Background: an optimization exercise with open tools, aiming at small area, a short achievable clock period and few clock cycles per item. Do not read the settings as production practice. At most, simulation tests tie the RTL to the original design; equivalence was not proved.

==> flow/design.v (excerpt) <==
module peTop (
	input wire clk,
	input wire rstN,
	input wire cmdValid,
	input wire [2:0] cmdOp,
	input wire [16-1:0] cmdData,
	output logic cmdReady,
	output logic outValid,
	output logic [16-1:0] outData,
	input wire outReady
);
	localparam logic [2:0] MA = 3'd0;
	localparam logic [2:0] MAB = 3'd1;
	localparam logic [2:0] BIAS = 3'd2;
	localparam logic [2:0] ACT = 3'd3;
	localparam logic [2:0] ACTCLR = 3'd4;
	localparam logic [2:0] LOAD = 3'd5;
	logic stall;
	logic v1;
	logic [2:0] op1;
	logic [15:0] d1;
	logic [15:0] wmem [16];
	logic [3:0] wRd;
	logic [3:0] wWr;
	logic wFull;
	logic [15:0] bmem [8];
	logic [2:0] bRd;
	logic [2:0] bWr;
	logic [3:0] bCnt;
	logic headIsR;
	logic rValid;
	logic [7:0] rQ;
	logic rNeg;
	logic act2;
	logic clr2;
	logic [15:0] a2;
	logic [7:0] bNeg2;
	logic [7:0] bOne2;
	logic [7:0] bTwo2;
	logic act3;
	logic clr3;
	logic [31:0] row0;
	logic [31:0] row1;
	logic [31:0] row2;
	logic [31:0] acc;
	logic [3:1] accC;
	logic accClr;
	logic outVal;
	logic outValidQ;
	assign outValid = outValidQ;
	logic [15:0] outQ;
	assign outData = outQ;
	logic busy;
	logic [3:0] cnt;
	logic dNeg;
	logic dClr;
	logic [15:0] rem;
	logic [15:0] dvs;
	logic [7:0] quo;
	wire go1 = v1 && !stall;
	wire isMA1 = (op1 == MA);
	wire isMAB1 = (op1 == MAB);
	wire isBIAS1 = (op1 == BIAS);
	wire isCLR1 = (op1 == ACTCLR);
	wire isLOAD1 = (op1 == LOAD);
	wire isAct1 = (op1 == ACT) || (op1 == ACTCLR);
	wire isMac1 = isMA1 || isMAB1 || isBIAS1;
	wire wLoad = go1 && isLOAD1 && !wFull;
	wire wAdv = go1 && isMac1;
	wire [3:0] wWrNext = wWr + 4'd1;
	always_ff @(posedge clk)
	begin
		if (wLoad)
			wmem[wWr] <= d1;
	end
	always_ff @(posedge clk or negedge rstN)
	begin
		if (!rstN)
		begin
			wRd <= '0;
			wWr <= '0;
  ...
For scale: ~2,400 cells after synthesis, roughly 41 I/O pins, roughly 33,000 µm² of cells after synthesis.
Settings: LEC_CHECK=0, CAP_MARGIN=20, CORE_MARGIN=2, CORE_UTILIZATION=40, CTS_CLUSTER_DIAMETER=80, CTS_CLUSTER_SIZE=25, SLEW_MARGIN=20, SYNTH_HIERARCHICAL=1; clock period 9.0 ns.
standard.sh (not shown) runs the stock make flow with config.mk's settings and CLKGATE_MAP_FILE= SYNTH_SCRIPT=/design/flow/synth_recipe.tcl, a recipe that flattens the netlist after the stock synthesis.
==> flow/flow/run.sh <==
#!/bin/bash
set -euo pipefail
MARGIN=$(cat flow/margin.txt)
bash standard.sh synth > synth.log 2>&1
bash standard.sh SETUP_SLACK_MARGIN="$MARGIN" finish > layout.log 2>&1
==> flow/flow/margin.txt <==
6.0
The first run ran to the end with no violations.
Change:
==> flow/flow/margin.txt (replaced) <==
5.8
After rerunning: Via count drops by 1.1%. Non-clock buffer count drops by 29. Clock skew climbs by 0.012 ns. Clock-buffer cell count drops by 1.
Function was not checked in any run of this note: the RTL went through the layout flow alone.

========
before:
peTop, a different RTL version from the one above (not shown whole).
Size in the first run: roughly 690 flip-flops, roughly 41 I/O pins, about 34000 µm² of cells after synthesis.
clock: 9.0 ns
lec_check: 0
cap_margin: 20
core_margin: 2
core_utilization: 40
cts_cluster_diameter: 80
cts_cluster_size: 25
slew_margin: 20
synth_hierarchical: 1
==> flow/flow/margin.txt <==
6.0
Scripts as last shown in full above: flow/flow/run.sh
before completed; timing, DRC and antenna clean
Edits applied to the flow inputs when going from before to after:
==> flow/flow/margin.txt <==
5.8
## What came out
Re global-route usage: before was higher than after. after vs. before: number of cells on the worst reg-to-reg path went down by 2. Per the comparison of after with before, half-perimeter wire length after placement +0.36%. The wire length on met2 in after was lower than what before gave. Final design area excluding fillers went down slightly going from before to after. Comparing before and after, non-clock buffer count is higher on before. Clock skew after layout: after worse than before. before reports its start point of the critical path as rdyQ$_DFF_PN1_ while after reports dvs[10]$_DFFE_PP_. On average wire length per cell after detail routing, after tracks before almost exactly. after: diode insertion count for antenna repair is 1 higher than what before reported.
Function was not checked in any run of this note: the RTL went through the layout flow alone.

========
peTop, a different RTL version from the one above (not shown whole).
For scale: about 670 flip-flops, about 41 I/O pins.
// peTop
module peTop (
	input wire clk,
	input wire rstN,
	input wire cmdValid,
	input wire [2:0] cmdOp,
	input wire [16-1:0] cmdData,
	output logic cmdReady,
	output logic outValid,
	output logic [16-1:0] outData,
	input wire outReady
);
Settings: LEC_CHECK=0, CAP_MARGIN=20, CORE_MARGIN=2, CORE_UTILIZATION=55, CTS_CLUSTER_DIAMETER=80, CTS_CLUSTER_SIZE=25, SLEW_MARGIN=20, SYNTH_HIERARCHICAL=1; clock period 9.0 ns.
==> flow/flow/margin.txt <==
6.0
Scripts as last shown in full above: flow/flow/run.sh
Testbench counts at the start, summed over its fixed seeds: cycles 7,701, results 384.
Change:
Settings changed: CORE_UTILIZATION 55 to 40.
The new run ran to the end with no violations; worst setup slack gains 130 ps; worst hold slack loses 12 ps; first-iteration DRC count came out higher by about 3%; wire length came out higher by about 2%.
Change:
==> flow/flow/margin.txt (replaced) <==
6.2
Result:
- The new run ran to the end with no violations
- utilization went up by 0.60 points
- die area is unchanged
- global-route usage went up by 0.11 points

========
peTop again, from the RTL that the note above started with.
Design peTop, start of the top module:
module peTop (
	input wire clk,
	input wire rstN,
	input wire cmdValid,
	input wire [2:0] cmdOp,
	input wire [16-1:0] cmdData,
	output logic cmdReady,
	output logic outValid,
	output logic [16-1:0] outData,
	input wire outReady
);
	localparam logic [2:0] MA = 3'd0;
	localparam logic [2:0] MAB = 3'd1;
	localparam logic [2:0] BIAS = 3'd2;
	localparam logic [2:0] ACT = 3'd3;
	localparam logic [2:0] ACTCLR = 3'd4;
	localparam logic [2:0] LOAD = 3'd5;
	logic stall;
	logic v1;
	logic fMA1;
	logic fMAB1;
	logic fBIAS1;
	logic fACT1;
	logic fCLR1;
	logic fLOAD1;
	logic [15:0] d1;
	logic [15:0] wmem [16];
	logic [3:0] wRd;
	logic [3:0] wWr;
	logic wFull;
	logic [15:0] bmem [8];
	logic [2:0] bRd;
	logic [2:0] bWr;
	logic [3:0] bCnt;
	logic headIsR;
	logic rValid;
	logic [7:0] rQ;
	logic rNeg;
	logic act2;
	logic clr2;
	logic [15:0] a2;
	logic [7:0] bNeg2;
	logic [7:0] bOne2;
	logic [7:0] bTwo2;
	logic act3;
	logic clr3;
	logic [31:0] row0;
	logic [31:0] row1;
	logic [31:0] row2;
	logic [31:0] acc;
	logic [3:1] accC;
	logic accKeep;
	logic outVal;
	logic outValidQ;
	assign outValid = outValidQ;
	logic [15:0] outQ;
	assign outData = outQ;
	logic busy;
	logic [3:0] cnt;
	logic dNeg;
	logic dClr;
	logic [15:0] rem;
	logic [15:0] dvs;
	logic [7:0] quo;
	wire go1 = v1 && !stall;
	wire isMA1 = fMA1;
	wire isMAB1 = fMAB1;
	wire isBIAS1 = fBIAS1;
	wire isCLR1 = fCLR1;
	wire isLOAD1 = fLOAD1;
	wire isAct1 = fACT1 || fCLR1;
	wire isMac1 = fMA1 || fMAB1 || fBIAS1;
	wire wLoad = go1 && isLOAD1 && !wFull;
	wire wAdv = go1 && isMac1;
	wire [3:0] wWrNext = wWr + 4'd1;
	always_ff @(posedge clk)
	begin
		if (wLoad)
			wmem[wWr] <= d1;
	end
	always_ff @(posedge clk or negedge rstN)
	begin
		if (!rstN)
		begin
			wRd <= '0;
			wWr <= '0;
			wFull <= 1'b0;
		end
		else
		begin
			if (wLoad)
				wWr <= wWrNext;
			if (wAdv)
			begin
				wRd <= wRd + 4'd1;
				wFull <= 1'b0;
			end
			else if (wLoad && (wWrNext == wRd))
				wFull <= 1'b1;
		end
	end
  ...
Settings: LEC_CHECK=0, CAP_MARGIN=20, CORE_MARGIN=2, CORE_UTILIZATION=40, CTS_CLUSTER_DIAMETER=100, CTS_CLUSTER_SIZE=32, SLEW_MARGIN=20, SYNTH_HIERARCHICAL=1; clock period 9.0 ns.
==> flow/flow/margin.txt <==
6.0
Scripts as last shown in full above: flow/flow/run.sh
The first run completed with no timing, DRC or antenna violations.
Testbench counts at the start, summed over its fixed seeds: cycles 7,701, results 384.
==> next run, changes <==
==> flow/flow/margin.txt (replaced) <==
6.4
--- a/flow/config.mk
+++ b/flow/config.mk
@@ -10,4 +10,4 @@
 export CORE_UTILIZATION = 40
-export CTS_CLUSTER_DIAMETER = 100
-export CTS_CLUSTER_SIZE = 32
+export CTS_CLUSTER_DIAMETER = 80
+export CTS_CLUSTER_SIZE = 25
 export SLEW_MARGIN = 20
Effect: Routed wire length is higher by about 4%; global-route usage is higher by 0.50 points; maximum frequency is higher by about 1.5%; clock-buffer cell count is higher by 14; setup slack gains 46 ps; synthesized cell count does not change.
==> next run, changes <==
==> flow/flow/margin.txt (replaced) <==
6.0
--- a/flow/config.mk
+++ b/flow/config.mk
@@ -10,4 +10,4 @@
 export CORE_UTILIZATION = 40
-export CTS_CLUSTER_DIAMETER = 80
-export CTS_CLUSTER_SIZE = 25
+export CTS_CLUSTER_DIAMETER = 90
+export CTS_CLUSTER_SIZE = 28
 export SLEW_MARGIN = 20
=> Die area does not change; worst setup slack is better by 23 ps; wire length came out lower by 3.4%; count of clock-buffer cells in the layout came out lower by 5; maximum frequency went up by 0.79%; design area drops by 5.5%; first-iteration DRC count goes down by 9.5%.

========
Setup of willow:
Another version of the RTL of peTop (not shown whole).
Size: about 2400 cells after synthesis, ~670 flip-flops, roughly 41 I/O pins.
clock: 9.0 ns
lec_check: 0
cap_margin: 20
core_margin: 2
core_utilization: 40
cts_cluster_diameter: 80
cts_cluster_size: 25
slew_margin: 20
synth_hierarchical: 1
==> flow/flow/margin.txt <==
5.8
Scripts as last shown in full above: flow/flow/run.sh
willow: flow completed, timing, DRC and antenna clean
Testbench counts of willow, summed over its fixed seeds: cycles 7,701, results 384.
Edits applied to the flow inputs when going from willow to indigo:
==> flow/flow/margin.txt <==
6.0
Results
- Looking only at final cell area excluding filler cells, and setting everything else aside, the lower value of willow and indigo goes to willow.
- Compared with willow, in indigo final cell count grew by about 0.6%, final routed wirelength across all metal layers level, synthesized cell count has remained practically unchanged, global-route usage grew by 0.22 points.
- Taking willow as the reference, in indigo number of gates resized after CTS increased about 300%, worst-case headroom to the max-slew limit +2.8 points.
- indigo vs willow — global-route track usage on met2 rose 0.30 points.

## what the ideal ports hide
The flow's constraints put no driver on any port. The routed layouts listed below were extracted and timed again, unchanged, in two steps.
Step 1, drivers: a clkbuf_16 drives clk and a buf_2 each remaining input, both assumed.
Step 2, shift: input delay + t, output delay - t, t = (earliest + latest rising clock arrival at the registers) / 2. This alone moves slack from input paths to output paths.
Three values: ideal, step 1, step 2; two values: the first two.
run	t (ns)	slack for setup (ns)	latest minus earliest clock arrival (ns)	worst slew at a driven data input, ns	cell pins on the clock port's net
the first run of note 1	0.647	5.830 / 5.830 / 5.679	0.027 / 0.027	0.04	1
the second run of note 1	0.632	5.809 / 5.801 / 5.575	0.039 / 0.040	0.04	1
before	0.660	5.964 / 5.902 / 5.485	0.028 / 0.028	0.03	1
after	0.655	5.854 / 5.809 / 5.547	0.041 / 0.041	0.04	1
the first run of note 3	0.642	5.910 / 5.910 / 5.504	0.056 / 0.056	0.08	1
the second run of note 3	0.659	6.044 / 5.984 / 5.503	0.033 / 0.032	0.04	1
the third run of note 3	0.655	6.066 / 6.001 / 5.646	0.049 / 0.049	0.04	1
the first run of note 4	0.702	6.013 / 5.950 / 5.531	0.066 / 0.066	0.04	1
the second run of note 4	0.649	6.059 / 5.999 / 5.861	0.051 / 0.051	0.04	1
the third run of note 4	0.639	6.082 / 6.017 / 5.638	0.069 / 0.070	0.04	1
willow	0.649	5.865 / 5.801 / 5.354	0.061 / 0.061	0.04	1
indigo	0.656	5.947 / 5.885 / 5.519	0.050 / 0.050	0.03	1
After both steps every run listed still meets setup and hold. The setup slack of the second run of note 3, which loses most, moves by -0.060 ns with the drivers and by -0.541 ns with both steps.
